Background: an optimization exercise with open tools, aiming at a short achievable clock period and few clock cycles. Do not read the settings as production practice. No run shown here included a check of the RTL's function; only the layout flow was run. Power and IR drop assume default switching activity.

==> design.v <==
module ksAdd #(
    parameter int W = 32
) (
    input  logic [W-1:0] a,
    input  logic [W-1:0] b,
    input  logic         cin,
    output logic [W-1:0] sum,
    output logic         cout
);
    localparam int L = $clog2(W);
    logic [L:0][W-1:0] g;
    logic [L:0][W-1:0] p;
    assign p[0]    = a ^ b;
    assign g[0][0] = (a[0] & b[0]) | ((a[0] ^ b[0]) & cin);
    for (genvar i = 1; i < W; i++) begin : gen0
        assign g[0][i] = a[i] & b[i];
    end
    for (genvar l = 0; l < L; l++) begin : genL
        for (genvar i = 0; i < W; i++) begin : genI
            if (i >= (1 << l)) begin : genC
                assign g[l+1][i] = g[l][i] | (p[l][i] & g[l][i-(1<<l)]);
                assign p[l+1][i] = p[l][i] & p[l][i-(1<<l)];
            end else begin : genP
                assign g[l+1][i] = g[l][i];
                assign p[l+1][i] = p[l][i];
            end
        end
    end
    assign sum  = p[0] ^ {g[L][W-2:0], cin};
    assign cout = g[L][W-1];
endmodule
module riscvCore (
    input  logic        clk,
    input  logic        rst,
    input  logic [31:0] instr,
    input  logic [31:0] dReadData,
    output logic [31:0] pc,
    output logic        iMemRead,
    output logic [31:0] dAddr,
    output logic [31:0] dWriteData,
    output logic        dRead,
    output logic        dWrite
);
    localparam logic [31:0] INITIAL_PC = 32'h0040_0000;
    localparam logic [6:0] OP_RTYPE  = 7'b0110011;
    localparam logic [6:0] OP_ITYPE  = 7'b0010011;
    localparam logic [6:0] OP_LOAD   = 7'b0000011;
    localparam logic [6:0] OP_STORE  = 7'b0100011;
    localparam logic [6:0] OP_BRANCH = 7'b1100011;
    localparam int BHT_BITS = 6;
    logic [31:0] pcF;
    logic        dValid;
    logic [31:0] dInstr;
    logic [31:0] dPc;
    logic        dPredT;
    logic        stall;
    logic        redirect;
    logic [31:0] redirPc;
    logic [31:0] eA, eB, eS;
    logic        eFwdA, eFwdB, eFwdS;
    logic        eAdd, eSub, eAnd, eOr, eXor, eSll, eSrl, eSra, eSlt;
    logic        eWr, eLd, eSt;
    logic [4:0]  eRd;
    logic        eBeq, eBne, eBlt, eBge, ePredT, eStatic;
    logic [BHT_BITS-1:0] eIdx;
    logic [31:0] eRedirPc;
    logic        mWr, mLd, mSt;
    logic [4:0]  mRd;
    logic [31:0] mRes, mStData;
    logic        mBr, mAgree;
    logic [BHT_BITS-1:0] mIdx;
    logic        wWr, wLd;
    logic [4:0]  wRd;
    logic [31:0] wRes;
    logic [31:0] wData;
    logic [31:0] rf [1:31];
    logic [1:0]  bht [2**BHT_BITS];
    logic [1:0]  fAgree;
    logic        fPredT;
    logic [31:0] pcN;
    assign fAgree = bht[pcF[BHT_BITS+1:2]];
    assign fPredT = (instr[6:0] == OP_BRANCH) && !instr[13] && (instr[31] ^ !fAgree[1]);
    fetchNext u_next (
        .pcF     (pcF),
        .instr   (instr),
        .predT   (fPredT),
        .hold    (stall),
        .redirect(redirect),
        .redirPc (redirPc),
        .pcN     (pcN)
    );
    always_ff @(posedge clk) begin
        if (rst) begin
            pcF <= INITIAL_PC;
        end else begin
            pcF <= pcN;
        end
    end
    assign pc       = pcF;
    assign iMemRead = !stall;
    always_ff @(posedge clk) begin
        if (rst || redirect) begin
            dValid <= 1'b0;
        end else if (!stall) begin
            dValid <= 1'b1;
        end
        if (!stall) begin
            dInstr <= instr;
            dPc    <= pcF;
            dPredT <= fPredT;
        end
    end
    logic [6:0]  opcode;
    logic [2:0]  funct3;
    logic [4:0]  rs1, rs2, rd;
    logic        isR, isI, isLd, isSt, isBr;
    logic        rs1Used, rs2Used, dWr;
    logic [31:0] immI, immS, immB;
    logic [31:0] rv1, rv2;
    logic        alt;
    assign opcode  = dInstr[6:0];
    assign funct3  = dInstr[14:12];
    assign rs1     = dInstr[19:15];
    assign rs2     = dInstr[24:20];
    assign rd      = dInstr[11:7];
    assign isR     = dValid && opcode == OP_RTYPE;
    assign isI     = dValid && opcode == OP_ITYPE;
    assign isLd    = dValid && opcode == OP_LOAD;
    assign isSt    = dValid && opcode == OP_STORE;
    assign isBr    = dValid && opcode == OP_BRANCH;
    assign rs1Used = isR || isI || isLd || isSt || isBr;
    assign rs2Used = isR || isSt || isBr;
    assign dWr     = (isR || isI || isLd) && rd != 5'd0;
    assign alt     = dInstr[31:25] == 7'b0100000;
    assign immI = {{20{dInstr[31]}}, dInstr[31:20]};
    assign immS = {{20{dInstr[31]}}, dInstr[31:25], dInstr[11:7]};
    assign immB = {{20{dInstr[31]}}, dInstr[7], dInstr[30:25], dInstr[11:8], 1'b0};
    assign wData = wLd ? dReadData : wRes;
    always_comb begin
        if (rs1 == 5'd0) begin
            rv1 = 32'd0;
        end else if (mWr && !mLd && mRd == rs1) begin
            rv1 = mRes;
        end else if (wWr && wRd == rs1) begin
            rv1 = wData;
        end else begin
            rv1 = rf[rs1];
        end
        if (rs2 == 5'd0) begin
            rv2 = 32'd0;
        end else if (mWr && !mLd && mRd == rs2) begin
            rv2 = mRes;
        end else if (wWr && wRd == rs2) begin
            rv2 = wData;
        end else begin
            rv2 = rf[rs2];
        end
    end
    logic        dValidN;
    logic [31:0] dInstrN;
    logic        nLdE, nLdM;
    logic [4:0]  nRdE, nRdM;
    logic        nUse1, nUse2, stallN;
    logic [6:0]  nOp;
    assign dValidN = !rst && !redirect && (stall ? dValid : 1'b1);
    assign dInstrN = stall ? dInstr : instr;
    assign nLdE    = !(rst || redirect || stall) && isLd && dWr;
    assign nRdE    = rd;
    assign nLdM    = !(rst || redirect) && eLd && eWr;
    assign nRdM    = eRd;
    assign nOp     = dInstrN[6:0];
    assign nUse1   = nOp == OP_RTYPE || nOp == OP_ITYPE || nOp == OP_LOAD || nOp == OP_STORE || nOp == OP_BRANCH;
    assign nUse2   = nOp == OP_RTYPE || nOp == OP_STORE || nOp == OP_BRANCH;
    assign stallN  = dValidN && (
        (nLdE && ((nUse1 && dInstrN[19:15] == nRdE) || (nUse2 && dInstrN[24:20] == nRdE))) ||
        (nLdM && ((nUse1 && dInstrN[19:15] == nRdM) || (nUse2 && dInstrN[24:20] == nRdM))));
    always_ff @(posedge clk) begin
        stall <= stallN;
    end
    logic fwd1, fwd2, bubble;
    assign fwd1   = eWr && !eLd && eRd == rs1;
    assign fwd2   = eWr && !eLd && eRd == rs2;
    assign bubble = rst || redirect || stall;
    always_ff @(posedge clk) begin
        eA    <= rv1;
        eB    <= (isI || isLd) ? immI : isSt ? immS : rv2;
        eS    <= rv2;
        eFwdA <= fwd1 && rs1Used;
        eFwdB <= fwd2 && (isR || isBr);
        eFwdS <= fwd2 && rs2Used;
        eSub <= isR && funct3 == 3'b000 && alt;
        eAdd <= !((isR || isI) && funct3 != 3'b000 && funct3 != 3'b011) && !(isR && funct3 == 3'b000 && alt);
        eSll <= (isR || isI) && funct3 == 3'b001;
        eSlt <= (isR || isI) && funct3 == 3'b010;
        eXor <= (isR || isI) && funct3 == 3'b100;
        eSrl <= (isR || isI) && funct3 == 3'b101 && !alt;
        eSra <= (isR || isI) && funct3 == 3'b101 && alt;
        eOr  <= (isR || isI) && funct3 == 3'b110;
        eAnd <= (isR || isI) && funct3 == 3'b111;
        eRd      <= rd;
        ePredT   <= dPredT;
        eStatic  <= dInstr[31];
        eIdx     <= dPc[BHT_BITS+1:2];
        eRedirPc <= dPredT ? dPc + 32'd4 : dPc + immB;
        if (bubble) begin
            eWr  <= 1'b0;
            eLd  <= 1'b0;
            eSt  <= 1'b0;
            eBeq <= 1'b0;
            eBne <= 1'b0;
            eBlt <= 1'b0;
            eBge <= 1'b0;
        end else begin
            eWr  <= dWr;
            eLd  <= isLd;
            eSt  <= isSt;
            eBeq <= isBr && funct3 == 3'b000;
            eBne <= isBr && funct3 == 3'b001;
            eBlt <= isBr && funct3 == 3'b100;
            eBge <= isBr && funct3 == 3'b101;
        end
    end
    logic [31:0] opA, opB, opS, res;
    logic        eq, lt, taken, isCondBr;
    assign opA = eFwdA ? mRes : eA;
    assign opB = eFwdB ? mRes : eB;
    assign opS = eFwdS ? mRes : eS;
    aluCore u_alu (
        .a    (opA),
        .b    (opB),
        .opAdd(eAdd),
        .opSub(eSub),
        .opAnd(eAnd),
        .opOr (eOr),
        .opXor(eXor),
        .opSll(eSll),
        .opSrl(eSrl),
        .opSra(eSra),
        .opSlt(eSlt),
        .res  (res)
    );
    branchCompare u_cmp (
        .a (opA),
        .b (opS),
        .eq(eq),
        .lt(lt)
    );
    assign isCondBr = eBeq || eBne || eBlt || eBge;
    assign taken    = (eBeq && eq) || (eBne && !eq) || (eBlt && lt) || (eBge && !lt);
    always_ff @(posedge clk) begin
        mRes    <= res;
        mStData <= opS;
        mRd     <= eRd;
        mIdx    <= eIdx;
        mAgree  <= taken == eStatic;
        redirPc <= eRedirPc;
        if (rst || redirect) begin
            mWr      <= 1'b0;
            mLd      <= 1'b0;
            mSt      <= 1'b0;
            mBr      <= 1'b0;
            redirect <= 1'b0;
        end else begin
            mWr      <= eWr;
            mLd      <= eLd;
            mSt      <= eSt;
            mBr      <= isCondBr;
            redirect <= isCondBr && (taken != ePredT);
        end
    end
    assign dAddr      = mRes;
    assign dWriteData = mStData;
    assign dRead      = mLd;
    assign dWrite     = mSt;
    always_ff @(posedge clk) begin
        for (int i = 0; i < 2**BHT_BITS; i++) begin
            if (rst) begin
                bht[i] <= 2'b10;
            end else if (mBr && mIdx == i) begin
                if (mAgree && bht[i] != 2'b11) begin
                    bht[i] <= bht[i] + 2'd1;
                end else if (!mAgree && bht[i] != 2'b00) begin
                    bht[i] <= bht[i] - 2'd1;
                end
            end
        end
    end
    always_ff @(posedge clk) begin
        wRes <= mRes;
        wRd  <= mRd;
        if (rst) begin
            wWr <= 1'b0;
            wLd <= 1'b0;
        end else begin
            wWr <= mWr;
            wLd <= mLd;
        end
    end
    always_ff @(posedge clk) begin
        if (wWr) begin
            rf[wRd] <= wData;
        end
    end
endmodule
module fetchNext (
    input  logic [31:0] pcF,
    input  logic [31:0] instr,
    input  logic        predT,
    input  logic        hold,
    input  logic        redirect,
    input  logic [31:0] redirPc,
    output logic [31:0] pcN
);
    logic [12:0] lowSum;
    logic        lowCarry;
    logic [18:0] hiInc, hiDec, hi;
    logic        selP1, selM1, sel0;
    logic [31:0] target, plus4;
    logic        selRedir, selHold, selT, selInc;
    ksAdd #(.W(13)) u_low (
        .a   (pcF[12:0]),
        .b   ({instr[31], instr[7], instr[30:25], instr[11:8], 1'b0}),
        .cin (1'b0),
        .sum (lowSum),
        .cout(lowCarry)
    );
    assign hiInc = pcF[31:13] + 19'd1;
    assign hiDec = pcF[31:13] - 19'd1;
    assign selP1 = !instr[31] && lowCarry;
    assign selM1 = instr[31] && !lowCarry;
    assign sel0  = instr[31] == lowCarry;
    assign hi    = ({19{selP1}} & hiInc) | ({19{selM1}} & hiDec) | ({19{sel0}} & pcF[31:13]);
    assign target = {hi, lowSum};
    assign plus4  = pcF + 32'd4;
    assign selRedir = redirect;
    assign selHold  = !redirect && hold;
    assign selT     = !redirect && !hold && predT;
    assign selInc   = !redirect && !hold && !predT;
    assign pcN = ({32{selRedir}} & redirPc) | ({32{selHold}} & pcF) |
                 ({32{selT}} & target) | ({32{selInc}} & plus4);
endmodule
module aluCore (
    input  logic [31:0] a,
    input  logic [31:0] b,
    input  logic        opAdd,
    input  logic        opSub,
    input  logic        opAnd,
    input  logic        opOr,
    input  logic        opXor,
    input  logic        opSll,
    input  logic        opSrl,
    input  logic        opSra,
    input  logic        opSlt,
    output logic [31:0] res
);
    logic [31:0] sum, diff, shl, shr;
    logic        sumC, diffC, lt;
    ksAdd #(.W(32)) u_sum  (.a(a), .b(b),  .cin(1'b0), .sum(sum),  .cout(sumC));
    ksAdd #(.W(32)) u_diff (.a(a), .b(~b), .cin(1'b1), .sum(diff), .cout(diffC));
    assign lt  = (a[31] != b[31]) ? a[31] : diff[31];
    assign shl = a << b[4:0];
    assign shr = $unsigned($signed({opSra && a[31], a}) >>> b[4:0]);
    assign res = ({32{opAdd}} & sum) | ({32{opSub}} & diff) |
                 ({32{opAnd}} & (a & b)) | ({32{opOr}} & (a | b)) | ({32{opXor}} & (a ^ b)) |
                 ({32{opSll}} & shl) | ({32{opSrl || opSra}} & shr) | {31'd0, opSlt && lt};
endmodule
module branchCompare (
    input  logic [31:0] a,
    input  logic [31:0] b,
    output logic        eq,
    output logic        lt
);
    logic [31:0] diff;
    logic        diffC;
    ksAdd #(.W(32)) u_diff (.a(a), .b(~b), .cin(1'b1), .sum(diff), .cout(diffC));
    assign eq = a == b;
    assign lt = (a[31] != b[31]) ? a[31] : diff[31];
endmodule
==> run.sh <==
#!/bin/bash
# synth_recipe.tcl (not shown) runs the flow's synth.tcl, then flattens the netlist and writes it again
# the make line also repeats each setting of config.mk as NAME=value (left out here)
make -C /OpenROAD-flow-scripts/flow DESIGN_CONFIG=/design/flow/config.mk WORK_HOME=/design/flow/orfs CLKGATE_MAP_FILE= SYNTH_SCRIPT=/design/flow/synth_recipe.tcl finish
==> constraint.sdc <==
create_clock -name core_clock -period 7.5 [get_ports {clk}]
set_input_delay 1.5000 -clock core_clock [delete_from_list [all_inputs] [get_ports {clk}]]
set_output_delay 1.5000 -clock core_clock [all_outputs]
set_load 0.01 [all_outputs]
==> config.mk <==
export PLATFORM = sky130hd
export DESIGN_NAME = riscvCore
export DESIGN_NICKNAME = riscvCore
export VERILOG_FILES = /design/flow/design.v
export SDC_FILE = /design/flow/constraint.sdc
export NUM_CORES = 4
export LEC_CHECK = 0
export CAP_MARGIN = 20
export CORE_MARGIN = 2
export CORE_UTILIZATION = 40
export PLACE_DENSITY = 0.6
export SETUP_SLACK_MARGIN = 3.5
export SLEW_MARGIN = 20
export SYNTH_HIERARCHICAL = 1
export SYNTH_MINIMUM_KEEP_SIZE = 0
==> results of run 1 <==
[how the worst max path moves through the flow]
stage,to,cells after the start,start
global placement,pcF[15],16,instr[11]
CTS,mRes[30],17,eFwdB
finish,mRes[30],19,eFwdB
floorplan,pcF[19],12,instr[11]
detailed placement,pcF[15],16,instr[11]
global route,mRes[30],17,eFwdB
[per-layer routing]
layer	up-vias	GRT usage	routed length (um)
li1	25000	-	-
met1	30100	0.360	116000
met2	2960	0.428	134000
met3	603	0.0474	25000
met4	0	0.114	13800
met5	-	0	0
[power by group through the flow]
stage	logic [mW]	clock network, mW	registers (mW)
final	5.10	8.20	10.7
after global routing	5.37	8.64	10.8
after CTS	4.81	8.31	10.7
after detailed placement	4.64	0	10.8
after global placement	4.58	0	10.9
after floorplan	2.94	0	10.5
[sequential cells by signal (all words and copies together), names as in the netlist, 5 cells and up]
signal	cells
wRd	5
mStData	32
mRes	32
eS	32
dInstr	32
wRes	32
eIdx	6
pcF	32
bht	128
eRd	5
rf	992
redirPc	32
eB	32
eA	32
mIdx	6
eRedirPc	32
dPc	32
mRd	5
[placed cells by master (no fill, tap or decap), types with 31 or more instances in the layout]
| master | n |
|---|---|
| sky130_fd_sc_hd__o221ai_1 | 32 |
| sky130_fd_sc_hd__buf_4 | 163 |
| sky130_fd_sc_hd__nand2_1 | 354 |
| sky130_fd_sc_hd__mux4_2 | 553 |
| sky130_fd_sc_hd__a221o_1 | 32 |
| sky130_fd_sc_hd__edfxtp_1 | 1040 |
| sky130_fd_sc_hd__a22o_1 | 34 |
| sky130_fd_sc_hd__o21bai_1 | 69 |
| sky130_fd_sc_hd__o21ai_0 | 182 |
| sky130_fd_sc_hd__a311oi_1 | 64 |
| sky130_fd_sc_hd__clkbuf_16 | 174 |
| sky130_fd_sc_hd__or3_1 | 74 |
| sky130_fd_sc_hd__mux2_2 | 180 |
| sky130_fd_sc_hd__nand2b_1 | 40 |
| sky130_fd_sc_hd__dfxtp_1 | 457 |
| sky130_fd_sc_hd__a211oi_1 | 34 |
| sky130_fd_sc_hd__or2_2 | 69 |
| sky130_fd_sc_hd__xnor2_1 | 102 |
| sky130_fd_sc_hd__mux2_4 | 36 |
| sky130_fd_sc_hd__nand4_1 | 46 |
| sky130_fd_sc_hd__clkinv_2 | 31 |
| sky130_fd_sc_hd__mux2i_1 | 179 |
| sky130_fd_sc_hd__o211ai_1 | 44 |
| sky130_fd_sc_hd__a221oi_1 | 57 |
| sky130_fd_sc_hd__xor2_1 | 115 |
| sky130_fd_sc_hd__a21oi_1 | 410 |
| sky130_fd_sc_hd__a21o_1 | 40 |
| sky130_fd_sc_hd__o31ai_1 | 33 |
| sky130_fd_sc_hd__ha_1 | 167 |
| sky130_fd_sc_hd__a22oi_1 | 47 |
| sky130_fd_sc_hd__nor2b_1 | 63 |
| sky130_fd_sc_hd__inv_1 | 181 |
| sky130_fd_sc_hd__nand3_1 | 126 |
| sky130_fd_sc_hd__nor3_1 | 80 |
| sky130_fd_sc_hd__clkbuf_1 | 41 |
| sky130_fd_sc_hd__a222oi_1 | 33 |
| sky130_fd_sc_hd__nor2_4 | 31 |
| sky130_fd_sc_hd__clkdlybuf4s50_1 | 163 |
| sky130_fd_sc_hd__nor2_1 | 290 |
[what timing repair did]
action | CTS | global route
gates resized for setup | 154 | 128
endpoints found under the setup margin | 74 | 50
cloned | 6 | 5
pin swaps | 40 | 55
buffers inserted | 30 | 53
[layout make-up]
class	instances	share of cell area
sequential	1531	0.439
multi-input combinational	4131	0.421
clock buffer	219	0.0484
timing repair buffer	363	0.0378
tap	2688	0.0359
clock inverter	88	0.00955
inverter	197	0.00847
timing repair inverter	2	0.000187
antenna	4	0.000107
[per-stage QoR]
step / area, um2 / hold WS [ns] / power [mW] / std cells / setup WS [ns]
after floorplan: 82100 / 0.310 / 13.5 / 6318 / 3.48
after detailed placement: 86200 / 0.312 / 15.5 / 8818 / 1.67
final: 93800 / 0.283 / 24.0 / 9223 / 3.39
after global placement: 86200 / 0.312 / 15.4 / 8818 / 1.61
after global routing: 93800 / 0.308 / 24.8 / 9223 / 3.20
after CTS: 92700 / 0.311 / 23.8 / 9161 / 3.34
==> out/metrics.yaml, run 1 <==
cts.hold.buffers_added: 0
dr.first_iter.drc_count: 7875
numClockSinks: 1531
critical_path.reg2reg.endpoint: "mRes[30]"
cts_buffers: 168
leakage_nw: 32.3
grt_antenna_before_repair: 16
cts-htree-levels: 4
initial_util: 0.402
fp.coreArea_um2: 204000
wl_um: 289000
setup.worst_path.start_class: "flip-flop"
min-delay-path-class: "reg -> reg"
pwr_density_cell_nw_per_um2: 256
drt-vias-per-instance: 6.36
route.detailed.wl_per_inst_um: 31.3
port-buffer-count: 164
switching_share: 0.311
drc_violations_left: 0
critical_path.slowest_cell: "sky130_fd_sc_hd__mux2_8"
slew_headroom: 0.173
critical_path_peak_fanout: 7
path_delay_family: "compound AO/OA/AOI/OAI gates"
run_status: "timing/DRC/antenna clean"
grt_start_max_net_pins: 132
tritoncts: "done"
share_seq_of_total_power: 0.447
worst-endpoint-required_ns: 8.19
multi_input_area_um2: 39500
worst_pin_slew_ns: 1.23
setup.reg_to_reg.worst_slack_ns: 3.39
cts_root_buf: "sky130_fd_sc_hd__clkbuf_16"
worstSkewPairLatency_ns: 0.84
layout_cell_share_with_drive_strength_beyond_1: 0.239
placement_rows: 166
detail-route-antenna-nets: 0
path_cells: "buf_12 > mux2_8 > buf_12 > inv_16 > inv_4 > fa_2 > fa_2 > nand2b_4 > a21oi_4 > o211ai_4 > o21ai_4 > nor4b_4 > o31ai_4 > o311ai_2 > xor2_1 > nand2_1 > o2111ai_1 > a221oi_1 > o211ai_1"
final_setup_violation_count: 0
internal_power_mw: 16.6
drt-pass1-iter-count: 6
max_rail_drop_vdd_mv: 0.231
reg2regPathDepth: 19
layout.nets: 6675
worst_setup_hold_path_clk_slew_ns: 0.06
post_synth_inst_count: 6317
die_height_um: 457
postSynthAreaPerCell_um2: 13.0
fmaxAchievable_mhz: 243
dr_total_vias: 58700
fillerInstances: 18100
holdCritStartpoint: "eRedirPc[30]"
worstSetupEndpointType: "flip-flop"
layout.core_utilization: 0.459
timing_hold_violations_final: 0
final.min_clock_period_ns: 4.11
top_level_ports: 165
grt_pass1_vias: 57100
floorplan.die_area_um2: 209000
global_route_wire_length_before_repair_um: 411000
globalRoute.totalOverflow: 0
routabilityCongestion: 0.945
timing.hold.worst_path_depth: 0
criticalPathCategory: "reg -> reg"
final-seq-area_um2: 41100
max_cap_viol_count: 0
yosysWarnings: 8
final_total_negative_setup_slack_ns: 0
combinationalPowerShare: 0.212
final_cycle_share: 0.548
p_clk_frac: 0.341
max_stage_delay_ns: 0.38
syn2layout_area_growth_pct: 14.3
grt.total_usage: 0.268
die_width_um: 457
critPathBufInv: 4
timing.clock.skew_ns: 0.0768
power_switching_mw: 7.46
cts_max_path_buffers: 3
hold_end: "redirPc[30]"
slew_limit_fails: 0
detailed_place_hpwl_um: 184000
post_synth_instance_area_um2: 82100
critical_path_arrival_ns: 4.80
r2r_start: "eFwdB"
unrepaired_setup_endpoints_after_global_routing: "yes"
==> run 2: changes to the inputs <==
--- a/config.mk
+++ b/config.mk
@@ -12,4 +12,2 @@
 export SETUP_SLACK_MARGIN = 3.5
 export SLEW_MARGIN = 20
-export SYNTH_HIERARCHICAL = 1
-export SYNTH_MINIMUM_KEEP_SIZE = 0
==> run 2 against run 1 <==
  * Final cell count is 0.25% lower
  * First-iteration DRC count decreased by 10%
  * Total power fell by 2.6%
  * Core utilization up 0.73 points
  * Critical path type unchanged
  * Still clean
  * Sequential cell count is the same
  * Largest power group unchanged
  * Design area is 1.9% lower
  * Combinational power decreased by 12%
  * Sequential power about the same
  * Sequential share of layout area rose by 0.83 points
  * Clock skew increased by 0.033 ns
==> out/metrics.yaml, run 2 <==
top_level_ports: 165
port-buffer-count: 164
fmaxAchievable_mhz: 240
post_synth_inst_count: 6311
dr_total_vias: 57100
slew_limit_fails: 0
worstSetupPathDepth: 20
finalHoldWorstSlack_ns: 0.253
fp.coreArea_um2: 197000
layout.cells.most_common_list: "sky130_fd_sc_hd__edfxtp_1 (1040), sky130_fd_sc_hd__a21oi_1 (579), sky130_fd_sc_hd__mux4_2 (560), sky130_fd_sc_hd__nor2_1 (473), sky130_fd_sc_hd__dfxtp_1 (466)"
max_rail_drop_vdd_mv: 0.255
seq_area_frac_synth: 0.516
drt-pass1-iter-count: 6
max_cap_viol_count: 0
timing.clock.skew_ns: 0.110
dp.cells: 8776
cts.hold.buffers_added: 0
path_cells: "buf_12 > buf_12 > buf_12 > mux2i_4 > inv_2 > ha_1 > a221oi_2 > o21bai_1 > a21oi_2 > nor2_1 > a211oi_4 > o21ai_2 > and2_4 > o31a_1 > o22ai_2 > fa_1 > o221ai_1 > a221oi_2 > o21a_1 > o311ai_0"
detail-route-antenna-nets: 0
totalPowerFinal_mw: 23.4
critical_path_peak_fanout: 7
timing_hold_violations_final: 0
critPathBufInv: 4
synthMostInstantiatedCell: "sky130_fd_sc_hd__edfxtp_1"
tritoncts: "done"
criticalPathCategory: "reg -> reg"
detailed_place_hpwl_um: 171000
dr.first_iter.drc_count: 7072
pwr_density_cell_nw_per_um2: 255
layout.nets: 6660
postSynthRegisterBits: 1531
worst_setup_hold_path_clk_slew_ns: 0.07
wl_um: 268000
combinationalPowerShare: 0.191
floorplan.die_area_um2: 202000
internal_power_mw: 16.3
syn2layout_area_growth_pct: 15.7
leakage_nw: 31.6
routabilityCongestion: 0.947
p_clk_frac: 0.359
post_synth_instance_area_um2: 79500
final_setup_violation_count: 0
critical_path.slowest_cell: "sky130_fd_sc_hd__fa_1"
share_seq_of_total_power: 0.450
power_switching_mw: 7.08
layout_commonest_cell: "sky130_fd_sc_hd__edfxtp_1"
timing.hold.worst_path_depth: 0
finalNonFillerCells: 9200
run_status: "timing/DRC/antenna clean"
postSynthAreaPerCell_um2: 12.6
cts_root_buf: "sky130_fd_sc_hd__clkbuf_16"
grt_pass1_vias: 56100
min-delay-path-class: "reg -> reg"
largest_register_ffs: 992
switching_share: 0.302
crit_top_cell: "sky130_fd_sc_hd__buf_12"
final_total_negative_setup_slack_ns: 0
regMostFlops: "rf"
die_height_um: 450
cts_max_path_buffers: 3
worst-endpoint-required_ns: 8.25
largest_registers: "rf (992), bht (128)"
route.detailed.wl_per_inst_um: 29.1
drt-vias-per-instance: 6.21
critical_path_arrival_ns: 4.92
cts-htree-levels: 4
synth_async_sr_flop_share: 0
worst_pin_slew_ns: 1.13
final_cycle_share: 0.556
global_route_wire_length_before_repair_um: 389000
worstSetupEndpointType: "flip-flop"
numClockSinks: 1531
synth_enable_flop_cells: 1040
synth_top_area_share: 0.393
initial_util: 0.403
die_width_um: 450
ys_dominant_reg_cell: "sky130_fd_sc_hd__edfxtp_1"
drc_violations_left: 0
setup.worst_path.start_class: "flip-flop"
reg2regPathDepth: 20
max_stage_delay_ns: 0.43
netlist_top_cells_count: "sky130_fd_sc_hd__edfxtp_1 (1040), sky130_fd_sc_hd__a21oi_1 (591), sky130_fd_sc_hd__mux4_2 (560)"
worstSkewPairLatency_ns: 0.86
layout.core_utilization: 0.466
grt_antenna_before_repair: 20
slew_headroom: 0.241
distinct_cells_synth: 86
grt.total_usage: 0.259
grt_start_max_net_pins: 132
placement_rows: 163
synth_area_leader_cell: "sky130_fd_sc_hd__edfxtp_1"
cts_buffers: 169
yosysWarnings: 2
final.min_clock_period_ns: 4.17
unrepaired_setup_endpoints_after_global_routing: "yes"
globalRoute.totalOverflow: 0
layout_cell_share_with_drive_strength_beyond_1: 0.215
path_delay_family: "compound AO/OA/AOI/OAI gates"
synth.area.top_cells: "sky130_fd_sc_hd__edfxtp_1 (39%), sky130_fd_sc_hd__mux4_2 (16%), sky130_fd_sc_hd__dfxtp_1 (12%)"
[run 2: cells by family after synthesis]
logic type      count (synthesis)  share of synthesized area
buf+inv                       629                     0.0305
xor+xnor                      149                     0.0164
flops                        1531                      0.516
mux                           934                      0.207
simple gates                 1401                     0.0826
fa+ha+maj                     184                     0.0295
compound gates               1483                      0.118
[run 2: what timing repair did]
item                       in CTS  in global routing
gates resized for setup       196                 83
setup buffers                  64                 34
setup endpoints to repair      64                 67
pin swaps                      33                 44
cloned                          4                  0
[run 2: final timing paths]
check               startpoint     endpoint  slack, ns
setup / recovery         eFwdA     mRes[31]       3.33
hold / removal    eRedirPc[19]  redirPc[19]       0.25
setup reg to reg         eFwdA     mRes[31]       3.33
hold reg to reg   eRedirPc[19]  redirPc[19]       0.25
[run 2: layout make-up]
cell class              instances  area (um2)
diodes                         10        25.0
clock buffers                 226        4750
clock inverters                85         867
fillers                     17500      105000
inverters                     177         668
multi-input cells            4152       37600
flip-flops and latches       1531       41100
well taps                    2640        3300
repair buffers                379        3700
[run 2: stage by stage]
step	area (um2)	setup WS, ns
after floorplan	79700	2.83
after global placement	84100	1.71
after detailed placement	84200	1.80
after CTS	91300	3.42
after global routing	92000	3.25
final	92000	3.33
[run 2: routing by layer]
| layer | up-vias | share of wire | track usage |
|---|---|---|---|
| li1 | 24800 | - | - |
| met1 | 29100 | 0.40 | 0.345 |
| met2 | 2701 | 0.47 | 0.410 |
| met3 | 545 | 0.086 | 0.0475 |
| met4 | 2 | 0.049 | 0.121 |
| met5 | - | 0.000034 | 0 |
[run 2: power by group through the flow]
| stage | Clock (mW) | Sequential (mW) | Combinational [mW] |
|---|---|---|---|
| after floorplan | 0 | 10.4 | 2.52 |
| after global placement | 0 | 10.7 | 4.08 |
| after detailed placement | 0 | 10.6 | 4.12 |
| after global routing | 8.87 | 10.6 | 4.75 |
| after CTS | 8.55 | 10.5 | 4.32 |
| final | 8.40 | 10.5 | 4.48 |
[run 2: worst register-to-register path, stage by stage (launching register included)]
cell	delay, ns
sky130_fd_sc_hd__dfxtp_4	0.36
sky130_fd_sc_hd__buf_12	0.15
sky130_fd_sc_hd__buf_12	0.16
sky130_fd_sc_hd__buf_12	0.13
sky130_fd_sc_hd__mux2i_4	0.34
sky130_fd_sc_hd__inv_2	0.11
sky130_fd_sc_hd__ha_1	0.25
sky130_fd_sc_hd__a221oi_2	0.19
sky130_fd_sc_hd__o21bai_1	0.12
sky130_fd_sc_hd__a21oi_2	0.17
sky130_fd_sc_hd__nor2_1	0.09
sky130_fd_sc_hd__a211oi_4	0.31
sky130_fd_sc_hd__o21ai_2	0.12
sky130_fd_sc_hd__and2_4	0.17
sky130_fd_sc_hd__o31a_1	0.26
sky130_fd_sc_hd__o22ai_2	0.24
sky130_fd_sc_hd__fa_1	0.43
sky130_fd_sc_hd__o221ai_1	0.21
sky130_fd_sc_hd__a221oi_2	0.05
sky130_fd_sc_hd__o21a_1	0.15
sky130_fd_sc_hd__o311ai_0	0.08

-- separate check: timing with driven ports --
How much do the figures lean on ideal ports? The routed layouts below were timed once more, with nothing changed but the port constraints.
Step 1 (the two cells are an assumption about what drives the block):
set clk [get_ports {clk}]
set_driving_cell -lib_cell sky130_fd_sc_hd__clkbuf_16 $clk
set_driving_cell -lib_cell sky130_fd_sc_hd__buf_2 [delete_from_list [all_inputs] $clk]
Step 2 adds t to the input delays and takes it off the output delays; t is the mean of the earliest and latest rising clock arrival at the registers after step 1. Input paths then give back, and output paths get back, about the clock's delay inside the block.
Three values: ideal ports, drivers, drivers and shift; two values: the first two.
run | shift t [ns] | slack for setup (ns) | worst slew at a driven data input, ns
run 1 | 0.887 | 3.388 / 3.388 / 2.662 | 0.19
run 2 | 0.891 | 3.328 / 3.328 / 2.659 | 0.15
After both steps every run listed still meets setup and hold. For run 1, which loses most, drivers alone change the setup slack by 0.000 ns; drivers and shift together by -0.726 ns.
